Source: an optimization exercise on an open RTL-to-GDS flow (aim: small area, a short achievable clock period and few clock cycles). Production flows keep margins and buffers that such runs may drop. In this exercise RTL edits were held to simulation tests only and were not proved equivalent to the original.

== zinc ==
Design nearest_free_point_matcher, start of the top module:
module nearest_free_point_matcher #(
   parameter int MAX_POINTS  = nfpm_pkg::MAX_POINTS_DEF,
   parameter int COORD_WIDTH = nfpm_pkg::COORD_WIDTH_DEF
) (
   input  logic                                clock,
   input  logic                                reset,
   input  logic                                req_valid,
   output logic                                req_ready,
   input  logic [nfpm_pkg::CMD_W-1:0]          req_cmd,
   input  logic signed [COORD_WIDTH-1:0]       req_pos_x,
   input  logic signed [COORD_WIDTH-1:0]       req_pos_y,
   output logic                                rsp_valid,
   input  logic                                rsp_ready,
   output logic [nfpm_pkg::STATUS_W-1:0]       rsp_status,
   output logic [nfpm_pkg::INDEX_W-1:0]        rsp_point_index,
   output logic [nfpm_pkg::DIST_W-1:0]         rsp_dist_sq,
   output logic                                rsp_last
);
   localparam int N   = 64;               
   localparam int NT  = nfpm_pkg::NTAPS;  
   localparam int P   = N / NT;           
   localparam int LP  = $clog2(P);
   logic [31:0]  ring [N];
   logic [N-1:0] fr;                      
   logic [5:0]   rot;
   logic [5:0]   base;
   logic [6:0]   count;
   logic [N-1:0] free_vec;                
   logic         in_v;
   logic [1:0]   in_cmd;
   logic [15:0]  in_x, in_y;
   logic         sk_v;
   logic [1:0]   sk_cmd;
   logic [15:0]  sk_x, sk_y;
   logic         ab_v;
  ...
Settings: LEC_CHECK=0, CAP_MARGIN=20, CORE_MARGIN=2, CORE_UTILIZATION=55, SETUP_SLACK_MARGIN=5, SLEW_MARGIN=20; clock period 11.0 ns.
run.sh (not shown) runs the stock make flow with config.mk's settings and CLKGATE_MAP_FILE= SYNTH_SCRIPT=/design/flow/synth_recipe.tcl, a recipe that flattens the netlist after the stock synthesis.
zinc: done, clean on timing, DRC and antenna
Testbench counts of zinc, summed over its fixed seeds: cycles 24,600.
Relative to zinc, the following input files were edited for ember:
--- a/flow/design.v
+++ b/flow/design.v
@@ -1834,34 +1834,22 @@
          s2_ra[j] <= cs_a[j];
          s2_rb[j] <= cs_b[j];
       end
    end
    always_ff @(posedge clock) begin
       s3_first <= s2_first;
       s3_last  <= s2_last;
       s3_ci    <= s2_ci;
       s3_f     <= s2_f;
       for (int j = 0; j < NT; j++) s3_d[j] <= s2_ra[j] + s2_rb[j];
    end
-   function automatic logic lt40(input logic [39:0] a, input logic [39:0] b);
-      logic [63:0] l, e;
-      l = {24'h0, ~a & b};
-      e = {24'hffffff, ~(a ^ b)};
-      for (int s = 32; s >= 1; s = s / 2) begin
-         for (int m = 0; m < s; m++) begin
-            l[m] = l[2*m+1] | (e[2*m+1] & l[2*m]);
-            e[m] = e[2*m+1] & e[2*m];
-         end
-      end
-      lt40 = l[0];
-   endfunction
    function automatic logic one_of(input logic [NT-1:0] v);
       logic [NT-1:0] an, tw;
       an = v;
       tw = '0;
       for (int w = NT / 2; w >= 1; w = w / 2) begin
          for (int m = 0; m < w; m++) begin
             tw[m] = tw[2*m] | tw[2*m+1] | (an[2*m] & an[2*m+1]);
             an[m] = an[2*m] | an[2*m+1];
          end
       end
       one_of = an[0] && !tw[0];
@@ -1905,24 +1893,24 @@
          cx[a]  = s4_ci + 6'(a * P);
          exw[a] = cx[a] == ex_i;
          b1_d = b1_d | (s4_d[a] & {33{s4_w1[a]}});
          b1_i = b1_i | (cx[a] & {6{s4_w1[a]}});
          b2_d = b2_d | (s4_d[a] & {33{s4_w2[a]}});
          b2_i = b2_i | (cx[a] & {6{s4_w2[a]}});
       end
       v1    = s4_w1 != '0;
       v2    = s4_w2 != '0;
       ex1   = ex_v && (s4_w1 & exw) != '0;
       av    = acc_v && !s4_first;
-      lt1   = lt40(40'({b1_d, b1_i}), 40'({acc_d, acc_i}));
-      lt2   = lt40(40'({b2_d, b2_i}), 40'({acc_d, acc_i}));
+      lt1   = {b1_d, b1_i} < {acc_d, acc_i};
+      lt2   = {b2_d, b2_i} < {acc_d, acc_i};
       take  = ex1 ? (v2 && (!av || lt2)) : (v1 && (!av || lt1));
       sel_v = take || av;
       sel_d = acc_d;
       sel_i = acc_i;
       if (take) begin
          sel_d = ex1 ? b2_d : b1_d;
          sel_i = ex1 ? b2_i : b1_i;
       end
    end
    always_ff @(posedge clock) begin
       if (s4_v) begin
[summary]
Looking at ember and zinc, the synthesized area is a wash. ember vs zinc, largest vdd supply drop went down by about 1.4%. There was hardly any difference in initial cell density of the core between zinc and ember. Between zinc and ember, the flow reports count of plain and timing-repair buffers increasing by more than 10%. Of ember and zinc, it is ember that has the higher worst-case hold slack. On met3 track demand over resource, ember and zinc are basically level. Design area across ember and zinc: no real change.
Testbench counts of ember, summed over its fixed seeds: cycles 24,600.

[re-timing with driven ports]
Ports are ideal in the flow. The routed layouts listed here were re-timed in OpenROAD. Step 1 assumes that a clkbuf_16 drives the clock port and a buf_2 every other input. Step 2 adds t to the input delays and takes it off the output delays; t is the mean of the earliest and latest rising clock arrival at the registers after step 1. Input paths then give back, and output paths get back, about the clock's delay inside the block. Three values: no drivers, after step 1, after step 2; two values: the first two.
run | t, ns | slack for setup (ns) | worst setup path at the end | cell pins on the clock port's net
zinc | 1.111 | 5.700 / 5.700 / 5.700 | register to register | 1
ember | 1.110 | 5.803 / 5.803 / 5.803 | register to register | 1
After both steps setup and hold are still met in every run listed.
